Context: an optimization exercise on an open-source flow, tuned for small area, a short achievable clock period and few clock cycles per item. The choices shown serve that exercise and are no tape-out recipe.
Where RTL was checked, it was by simulation tests only, not by an equivalence proof against the original.
Power and IR drop assume default switching activity.

// barrier_basket_payoff
module barrier_basket_payoff (
  input  wire          clk_i,
  input  wire          rst_ni,
  input  wire          cfg_we_i,
  input  wire  [1:0]   cfg_idx_i,
  input  wire  [15:0]  cfg_data_i,
  input  wire          s_axis_tvalid,
  output logic         s_axis_tready,
  input  wire  [127:0] s_axis_tdata,
  input  wire          s_axis_tuser,
  input  wire          s_axis_tlast,
  output logic         m_axis_tvalid,
  input  wire          m_axis_tready,
  output logic [31:0]  m_axis_tdata,
  output logic         m_axis_tuser
);
For scale: roughly 190 I/O pins, about 68000 um2 of cells after synthesis.
==> flow/config.mk <==
export PLATFORM = sky130hd
export DESIGN_NAME = barrier_basket_payoff
export DESIGN_NICKNAME = barrier_basket_payoff
export VERILOG_FILES = /design/flow/design.v
export SDC_FILE = /design/flow/constraint.sdc
export NUM_CORES = 4
export LEC_CHECK = 0
export CAP_MARGIN = 20
export CORE_MARGIN = 2
export CORE_UTILIZATION = 55
export CTS_CLUSTER_DIAMETER = 60
export CTS_CLUSTER_SIZE = 30
export SETUP_SLACK_MARGIN = 5
export SLEW_MARGIN = 20
export TNS_END_PERCENT = 100
==> flow/constraint.sdc <==
create_clock -name core_clock -period 8.5 [get_ports {clk_i}]
set_input_delay 1.7000 -clock core_clock [delete_from_list [all_inputs] [get_ports {clk_i}]]
set_output_delay 1.7000 -clock core_clock [all_outputs]
set_load 0.01 [all_outputs]
standard.sh (not shown) runs the stock make flow with config.mk's settings and CLKGATE_MAP_FILE= SYNTH_SCRIPT=/design/flow/synth_recipe.tcl, a recipe that flattens the netlist after the stock synthesis.
==> flow/flow/run.sh <==
#!/bin/bash
set -euo pipefail
bash standard.sh "BUFFER_PORTS_ARGS=-buffer_cell sky130_fd_sc_hd__buf_2" \
  SETUP_SLACK_MARGIN=5.2 finish > std_flow.log 2>&1
==> next run, changes <==
--- a/flow/design.v
+++ b/flow/design.v
@@ -175,24 +175,21 @@
   logic [7:0]  bneg, bone, btwo;
   logic [31:0] x;
   always_ff @(posedge clk_i or negedge rst_ni) begin
     if (!rst_ni) begin
       r1_vl_q  <= 1'b0;
       r1_chk_q <= 1'b0;
-      bneg     <= 8'd0;
-      bone     <= 8'd0;
-      btwo     <= 8'd0;
     end else begin
       r1_vl_q  <= r0_vl_q;
       r1_chk_q <= r0_v_q & r0_ok_q;
-      bneg     <= bneg_d;
-      bone     <= bone_d;
-      btwo     <= btwo_d;
     end
   end
   always_ff @(posedge clk_i) begin
+    bneg     <= bneg_d;
+    bone     <= bone_d;
+    btwo     <= btwo_d;
     x        <= r0_price_q;
     r1_lth_q <= r0_price_q[31:16] <  e_lo[31:16];
     r1_leh_q <= r0_price_q[31:16] <= e_lo[31:16];
     r1_ltl_q <= r0_price_q[15:0]  <  e_lo[15:0];
     r1_gth_q <= r0_price_q[31:16] >  e_hi[31:16];
     r1_geh_q <= r0_price_q[31:16] >= e_hi[31:16];
@@ -1510,27 +1507,31 @@
   logic [63:0] p_s, p_c, prod;
   logic        r2b_vl_q, r2b_brk_q;
   logic [47:0] r2b_p_q;
   assign p_s  = r2_a_q ^ r2_b_q ^ r2_c_q;
   assign p_c  = {((r2_a_q[62:0] & r2_b_q[62:0]) | (r2_a_q[62:0] & r2_c_q[62:0]) |
                   (r2_b_q[62:0] & r2_c_q[62:0])), 1'b0};
-  logic [24:0] prod_lo;
-  logic [23:0] prod_h0, prod_h1;
-  assign prod_lo = {1'b0, p_s[23:0]} + {1'b0, p_c[23:0]};
-  assign prod_h0 = p_s[47:24] + p_c[47:24];
-  assign prod_h1 = p_s[47:24] + p_c[47:24] + 24'd1;
-  assign prod    = {16'd0, prod_lo[24] ? prod_h1 : prod_h0, prod_lo[23:0]};
+  assign prod = p_s + p_c;
   always_ff @(posedge clk_i or negedge rst_ni) begin
     if (!rst_ni) begin
       r2b_vl_q  <= 1'b0;
       r2b_brk_q <= 1'b0;
-      r2b_p_q   <= 48'd0;
     end else begin
       r2b_vl_q  <= r2_vl_q;
       r2b_brk_q <= r2_brk_q;
-      r2b_p_q   <= prod[47:0];
+    end
+  end
+  always_ff @(posedge clk_i) begin
+    r2b_p_q <= prod[47:0];
+  end
+  logic [2:0] flush_q;
+  always_ff @(posedge clk_i or negedge rst_ni) begin
+    if (!rst_ni) begin
+      flush_q <= 3'b111;
+    end else begin
+      flush_q <= {flush_q[1:0], 1'b0};
     end
   end
   logic [63:0] acc_q, acc_d;
   logic        acc_brk_q;
   logic [51:0] res_hi_q;    
   logic        res_z_q;     
@@ -1539,13 +1540,13 @@
   always_ff @(posedge clk_i or negedge rst_ni) begin
     if (!rst_ni) begin
       acc_q     <= 64'd0;
       acc_brk_q <= 1'b0;
       res_v_q   <= 1'b0;
     end else begin
-      acc_q     <= r2b_vl_q ? 64'd0 : acc_d;
+      acc_q     <= (r2b_vl_q | flush_q[2]) ? 64'd0 : acc_d;
       acc_brk_q <= ~r2b_vl_q & (acc_brk_q | r2b_brk_q);
       res_v_q   <= r2b_vl_q | (res_v_q & ~out_free);
     end
   end
   always_ff @(posedge clk_i) begin
     if (r2b_vl_q) begin
What happened: The changed run produced a clean layout; power shrinks by 0.41%; wire length shrinks by 3.0%; utilization shrinks by 0.15 points; final area shrinks by 1.5%; combinational power shrinks by about 10%; area after synthesis shrinks by 1.1%; global-route usage shrinks by 0.43 points.
Testbench counts after the change, summed over its fixed seeds: cycles 15,480, items 320.
Function not checked in the first run of this note: the RTL went through the layout flow alone.

[port drivers added, routing unchanged]
In the flow no input, the clock included, has a driving cell. The finished layouts below were timed again as built, in two steps. Step 1, drivers: a clkbuf_16 drives clk_i and a buf_2 each remaining input, both assumed. Step 2 also shifts input and output timing later by t, the mid clock arrival at the registers, as if the neighbouring blocks saw the same clock. Three values: no drivers, after step 1, after step 2; two values: the first two.
| run | t (ns) | slack for setup (ns) | worst setup path after step 2 | slew at the worst register clock pin (ns) |
|---|---|---|---|---|
| the first run | 0.826 | 4.928 / 4.928 / 4.755 | input to register | 0.11 / 0.11 |
| the second run | 0.822 | 5.118 / 5.118 / 4.737 | input to register | 0.11 / 0.11 |
After both steps setup and hold are still met in every run listed. The setup slack of the second run, which loses most, moves by 0.000 ns with the drivers and by -0.381 ns with both steps.
